From an optimization exercise on the open Yosys and OpenROAD flow, aimed at small area, a short achievable clock period and few clock cycles per item; shortcuts taken in it are not production practice.
RTL that was checked went through simulation tests only; none was proved equivalent to the original.
Power and IR drop assume default switching activity.

==> flow/design.v (excerpt) <==
module rgb_matrix_row_scan_controller
#(
    parameter int COLUMNS   = rmrs_pkg::RMRS_COLUMNS,
    parameter int ROWS      = rmrs_pkg::RMRS_ROWS,
    parameter int CHANNELS  = rmrs_pkg::RMRS_CHANNELS,
    parameter int MSG_DEPTH = rmrs_pkg::RMRS_MSG_DEPTH
) (
    input  wire logic        i_clk,
    input  wire logic        i_rst_n,
    input  wire logic        start,
    input  rmrs_pkg::t_req             i_req,
    output logic             busy,
    input  wire logic        i_cfg_valid,
    output logic             o_cfg_ready,
    input  wire logic [11:0] i_cfg_data,
    output logic             o_res_strobe,
    output rmrs_pkg::t_res             o_res
);
    localparam int MB = rmrs_pkg::MSG_BLOCK;
    localparam int NB = 64 / MB;
    localparam int PW = $clog2(MB);
    localparam int BW = (NB > 1) ? $clog2(NB) : 1;
    localparam int NT = MB / 16;
    localparam int TW = (NT > 1) ? $clog2(NT) : 1;
    localparam logic [1:0] SC_IDLE  = 2'd0;
  ...
clock: 7.0 ns
lec_check: 0
cap_margin: 20
core_margin: 2
core_utilization: 70
cts_buf_list: sky130_fd_sc_hd__clkbuf_16
cts_cluster_diameter: 100
cts_cluster_size: 24
setup_slack_margin: 4.5
slew_margin: 20
synth_memory_max_bits: 16384
run.sh (not shown) runs the stock make flow with config.mk's settings and CLKGATE_MAP_FILE= SYNTH_SCRIPT=/design/flow/synth_recipe.tcl, a recipe that flattens the netlist after the stock synthesis.
The starting point completed with no timing, DRC or antenna violations.
Testbench counts at the start, summed over its fixed seeds: cycles 92,859, requests 3,156.
Then changed:
--- a/flow/design.v
+++ b/flow/design.v
@@ -105,20 +105,19 @@
     output rmrs_pkg::t_res             o_res
 );
     localparam int MB = rmrs_pkg::MSG_BLOCK;
     localparam int NB = 64 / MB;
     localparam int PW = $clog2(MB);
     localparam int BW = (NB > 1) ? $clog2(NB) : 1;
     localparam int NT = MB / 16;
     localparam int TW = (NT > 1) ? $clog2(NT) : 1;
     localparam logic [1:0] SC_IDLE  = 2'd0;
-    localparam logic [1:0] SC_PREP  = 2'd1;
-    localparam logic [1:0] SC_WAIT  = 2'd3;
+    localparam logic [1:0] SC_WAIT  = 2'd1;
     localparam logic [1:0] SC_SHIFT = 2'd2;
     assign o_cfg_ready = 1'b1;
     logic          r_busy;
     logic [PW-1:0] r_phase;         
     logic          r_clear;         
     logic          ph_last;         
     logic [11:0]   r_bright;
     logic          r_wb_v;
     logic          r_wb_msg;
@@ -236,69 +235,65 @@
             r_wb_val   <= i_req.value;
         end
     end
     logic [2:0][BW-1:0] rblk;
     logic [2:0][TW-1:0] rtap;
     logic [2:0][7:0]    rdata;
     logic [2:0][5:0]    sc_idx;
     always_comb begin
         for (int c = 0; c < 3; c++) begin
-            sc_idx[c] = {2'(r_sc_s[c][5:4] + 2'(sc_sum[c][4]) - 2'd1), sc_sum[c][3:0]};
+            sc_idx[c] = {sc_hi[c][1:0], r_phase[3:0]};
             rblk[c]   = (NB > 1) ? BW'(sc_idx[c] >> PW) : '0;
             rtap[c]   = (NT > 1) ? TW'(PW'(PW'(sc_idx[c]) - r_phase) >> 4) : '0;
         end
     end
     rmrs_dp #(.MB(MB)) u_dp (
         .i_clk    (i_clk),
         .i_we     (r_mwe),
         .i_wdata  (r_wb_val),
         .i_rblk   (rblk),
         .i_rtap   (rtap),
         .o_rdata  (rdata)
     );
     logic [2:0]          sc_go;
     logic [2:0]          sc_valid;
     logic [2:0][3:0]     sc_j0;
-    logic [2:0][4:0]     sc_sum;
+    logic [2:0]          sc_low;
     logic [2:0][4:0]     sc_hi;
-    logic [2:0][9:0]     sc_rem;
     always_comb begin
         for (int c = 0; c < 3; c++) begin
             sc_j0[c]    = 4'(r_phase + 1'b1) - 4'(r_sc_s[c]);
             sc_go[c]    = (r_sc_st[c] == SC_WAIT) && !r_wb_v && ph_last;
-            sc_sum[c]   = 5'(r_sc_s[c][3:0]) + 5'(r_cn[c]);
-            sc_valid[c] = (sc_sum[c][4] || (r_sc_s[c][8:4] != 5'd0)) && (5'(r_cn[c]) < r_sc_l[c][4:0]);
-            sc_rem[c]   = 10'(r_sc_l[c]) - 10'(r_sc_s[c]);
-            sc_hi[c]    = sc_rem[c][9] ? 5'd0 : (sc_rem[c] > 10'd16) ? 5'd16 : 5'(sc_rem[c]);
+            sc_low[c]   = (r_phase[3:0] >= r_sc_s[c][3:0]);
+            sc_hi[c]    = r_sc_s[c][8:4] - 5'(sc_low[c]);
+            sc_valid[c] = !(sc_low[c] && r_sc_s[c][8:4] == 5'd0) &&
+                          ((sc_hi[c] < 5'(r_sc_l[c][6:4])) ||
+                           ((sc_hi[c] == 5'(r_sc_l[c][6:4])) && (r_phase[3:0] < r_sc_l[c][3:0])));
         end
     end
     always_ff @(posedge i_clk) begin
         for (int c = 0; c < 3; c++) begin
             if (!i_rst_n) begin
                 r_sc_st[c] <= SC_IDLE;
             end else if (acc && cmd == rmrs_pkg::CMD_SCROLL && i_req.color == 2'(c)) begin
-                r_sc_st[c] <= SC_PREP;
-            end else if (r_sc_st[c] == SC_PREP) begin
                 r_sc_st[c] <= SC_WAIT;
             end else if (sc_go[c]) begin
                 r_sc_st[c] <= SC_SHIFT;
             end else if (r_sc_st[c] == SC_SHIFT && ph_last) begin
                 r_sc_st[c] <= SC_IDLE;
             end
         end
     end
     always_ff @(posedge i_clk) begin
         for (int c = 0; c < 3; c++) begin
             if (r_sc_st[c] == SC_IDLE) begin
                 r_sc_s[c] <= i_req.shift;
-                r_sc_l[c] <= (i_req.msg_len[8:6] != 3'd0) ? 7'd80 : 7'(i_req.msg_len[5:0]) + 7'd16;
-            end else if (r_sc_st[c] == SC_PREP) begin
-                r_sc_l[c] <= 7'(sc_hi[c]);
+                r_sc_l[c] <= (i_req.msg_len[8:6] != 3'd0) ? 7'd64 : 7'(i_req.msg_len[5:0]);
             end
         end
     end
     logic [2:0][7:0] fin;
     always_comb begin
         for (int c = 0; c < 3; c++) begin
             if (r_sc_st[c] == SC_SHIFT)  fin[c] = sc_valid[c] ? rdata[c] : 8'd0;
             else if (col_hit[c])         fin[c] = r_wb_val;
             else if (r_clear)            fin[c] = 8'd0;
Effect:
- The changed run passed the timing, design-rule and antenna checks
- final area went down slightly
- die area is lower slightly
- worst hold slack is better by 8.6 ps
- clock-buffer cell count is unchanged
- first-iteration DRC count is higher by roughly a tenth
- combinational power grows by a few percent
Function not checked in the second run of this note: the RTL went through the layout flow alone.

* * *

Another version of the RTL of rgb_matrix_row_scan_controller (not shown whole).
For scale: about 3000 cells after synthesis, about 2200 flip-flops, roughly 92 I/O pins.
make LEC_CHECK=0 CAP_MARGIN=20 CORE_MARGIN=2 CORE_UTILIZATION=70 CTS_BUF_LIST=sky130_fd_sc_hd__clkbuf_16 CTS_CLUSTER_DIAMETER=90 CTS_CLUSTER_SIZE=27 SETUP_SLACK_MARGIN=4.5 SLEW_MARGIN=20 SYNTH_MEMORY_MAX_BITS=16384 finish   # period 7.0 ns
Next try:
--- a/flow/design.v
+++ b/flow/design.v
@@ -117,24 +117,24 @@
     logic          r_busy;
     logic [PW-1:0] r_phase;         
     logic          r_clear;         
     logic          ph_last;         
     logic [11:0]   r_bright;
     logic          r_wb_v;
     logic          r_wb_msg;
     logic [1:0]    r_wb_color;
     logic [5:0]    r_wb_addr;
     logic [7:0]    r_wb_val;
     logic [2:0][1:0]    r_sc_st;
-    logic [2:0][6:0]    r_sc_s;     
-    logic [2:0][4:0]    r_sc_l;     
+    logic [2:0][8:0]    r_sc_s;     
+    logic [2:0][6:0]    r_sc_l;     
     logic [2:0][15:0][7:0] r_fr;
     logic [2:0][3:0]    r_cn;
     logic          r_pv;
     logic          r_pfilled;
     logic [3:0]    r_fcnt;
     logic [2:0]    r_prow;
     logic          r_pblank;
     logic [11:0]   r_pbright;
     logic [47:0]   r_pbits;
     logic [46:0]   r_asr;
     logic [11:0]   r_abright;
@@ -233,71 +233,69 @@
             r_wb_color <= i_req.color;
             r_wb_addr  <= cmd[0] ? i_req.msg_index[5:0] : {2'b00, i_req.column};
             r_wb_val   <= i_req.value;
         end
     end
     logic [2:0][BW-1:0] rblk;
     logic [2:0][TW-1:0] rtap;
     logic [2:0][7:0]    rdata;
     logic [2:0][5:0]    sc_idx;
     always_comb begin
         for (int c = 0; c < 3; c++) begin
-            sc_idx[c] = {2'(r_sc_s[c][5:4] + 2'(sc_sum[c][4]) - 2'd1), sc_sum[c][3:0]};
+            sc_idx[c] = {sc_hi[c][1:0], r_phase[3:0]};
             rblk[c]   = (NB > 1) ? BW'(sc_idx[c] >> PW) : '0;
             rtap[c]   = (NT > 1) ? TW'(PW'(PW'(sc_idx[c]) - r_phase) >> 4) : '0;
         end
     end
     rmrs_dp #(.MB(MB)) u_dp (
         .i_clk    (i_clk),
         .i_we     (r_mwe),
         .i_wdata  (r_wb_val),
         .i_rblk   (rblk),
         .i_rtap   (rtap),
         .o_rdata  (rdata)
     );
     logic [2:0]          sc_go;
     logic [2:0]          sc_valid;
     logic [2:0][3:0]     sc_j0;
-    logic [2:0][4:0]     sc_sum;
-    logic [6:0]          in_l;
-    logic [9:0]          in_rem;
-    logic [4:0]          in_hi;
-    assign in_l   = (i_req.msg_len[8:6] != 3'd0) ? 7'd80 : 7'(i_req.msg_len[5:0]) + 7'd16;
-    assign in_rem = 10'(in_l) - 10'(i_req.shift);
-    assign in_hi  = in_rem[9] ? 5'd0 : (in_rem > 10'd16) ? 5'd16 : 5'(in_rem);
+    logic [2:0]          sc_low;
+    logic [2:0][4:0]     sc_hi;
     always_comb begin
         for (int c = 0; c < 3; c++) begin
             sc_j0[c]    = 4'(r_phase + 1'b1) - 4'(r_sc_s[c]);
             sc_go[c]    = (r_sc_st[c] == SC_WAIT) && !r_wb_v && ph_last;
-            sc_sum[c]   = 5'(r_sc_s[c][3:0]) + 5'(r_cn[c]);
-            sc_valid[c] = (sc_sum[c][4] || r_sc_s[c][6]) && (5'(r_cn[c]) < r_sc_l[c]);
+            sc_low[c]   = (r_phase[3:0] >= r_sc_s[c][3:0]);
+            sc_hi[c]    = r_sc_s[c][8:4] - 5'(sc_low[c]);
+            sc_valid[c] = !(sc_low[c] && r_sc_s[c][8:4] == 5'd0) &&
+                          ((sc_hi[c] < 5'(r_sc_l[c][6:4])) ||
+                           ((sc_hi[c] == 5'(r_sc_l[c][6:4])) && (r_phase[3:0] < r_sc_l[c][3:0])));
         end
     end
     always_ff @(posedge i_clk) begin
         for (int c = 0; c < 3; c++) begin
             if (!i_rst_n) begin
                 r_sc_st[c] <= SC_IDLE;
             end else if (acc && cmd == rmrs_pkg::CMD_SCROLL && i_req.color == 2'(c)) begin
                 r_sc_st[c] <= SC_WAIT;
             end else if (sc_go[c]) begin
                 r_sc_st[c] <= SC_SHIFT;
             end else if (r_sc_st[c] == SC_SHIFT && ph_last) begin
                 r_sc_st[c] <= SC_IDLE;
             end
         end
     end
     always_ff @(posedge i_clk) begin
         for (int c = 0; c < 3; c++) begin
             if (r_sc_st[c] == SC_IDLE) begin
-                r_sc_s[c] <= {(i_req.shift[8:4] != 5'd0), i_req.shift[5:0]};
-                r_sc_l[c] <= in_hi;
+                r_sc_s[c] <= i_req.shift;
+                r_sc_l[c] <= (i_req.msg_len[8:6] != 3'd0) ? 7'd64 : 7'(i_req.msg_len[5:0]);
             end
         end
     end
     logic [2:0][7:0] fin;
     always_comb begin
         for (int c = 0; c < 3; c++) begin
             if (r_sc_st[c] == SC_SHIFT)  fin[c] = sc_valid[c] ? rdata[c] : 8'd0;
             else if (col_hit[c])         fin[c] = r_wb_val;
             else if (r_clear)            fin[c] = 8'd0;
             else                         fin[c] = r_fr[c][15];
         end
What happened: The new run finished clean; flip-flop and latch count goes up by 12; final area rises slightly; final cell count is higher slightly; core utilization drops by 0.49 points; via count fell slightly; wire length falls slightly; count of clock-buffer cells in the layout does not change; worst hold slack improved by 0.024 ns; total power grows slightly; non-clock buffer count rises by 6; die area went up slightly; synthesized area climbs slightly.
No functional check of the RTL was part of any run of this note.

[port drivers added, routing unchanged]
No port has a modelled driver above. Below, the same layouts with a new extraction and two added sets of constraints. Step 1, drivers: a clkbuf_16 drives i_clk and a buf_2 each remaining input, both assumed. Step 2 adds t to the input delays and takes it off the output delays; t is the mean of the earliest and latest rising clock arrival at the registers after step 1. Input paths then give back, and output paths get back, about the clock's delay inside the block. Slacks: ideal ports / drivers / drivers and shift; pairs: ideal ports / drivers.
run	t (ns)	setup slack, ns	worst setup path at the end
the first run of note 1	0.732	4.442 / 4.377 / 3.869	input to register
the second run of note 1	0.726	3.867 / 3.867 / 3.867	register to register
the first run of note 2	0.729	4.099 / 4.124 / 3.395	input to register
the second run of note 2	0.722	3.837 / 3.837 / 3.837	register to register
After both steps setup and hold are still met in every run listed. The setup slack of the first run of note 2, which loses most, moves by +0.025 ns with the drivers and by -0.704 ns with both steps.
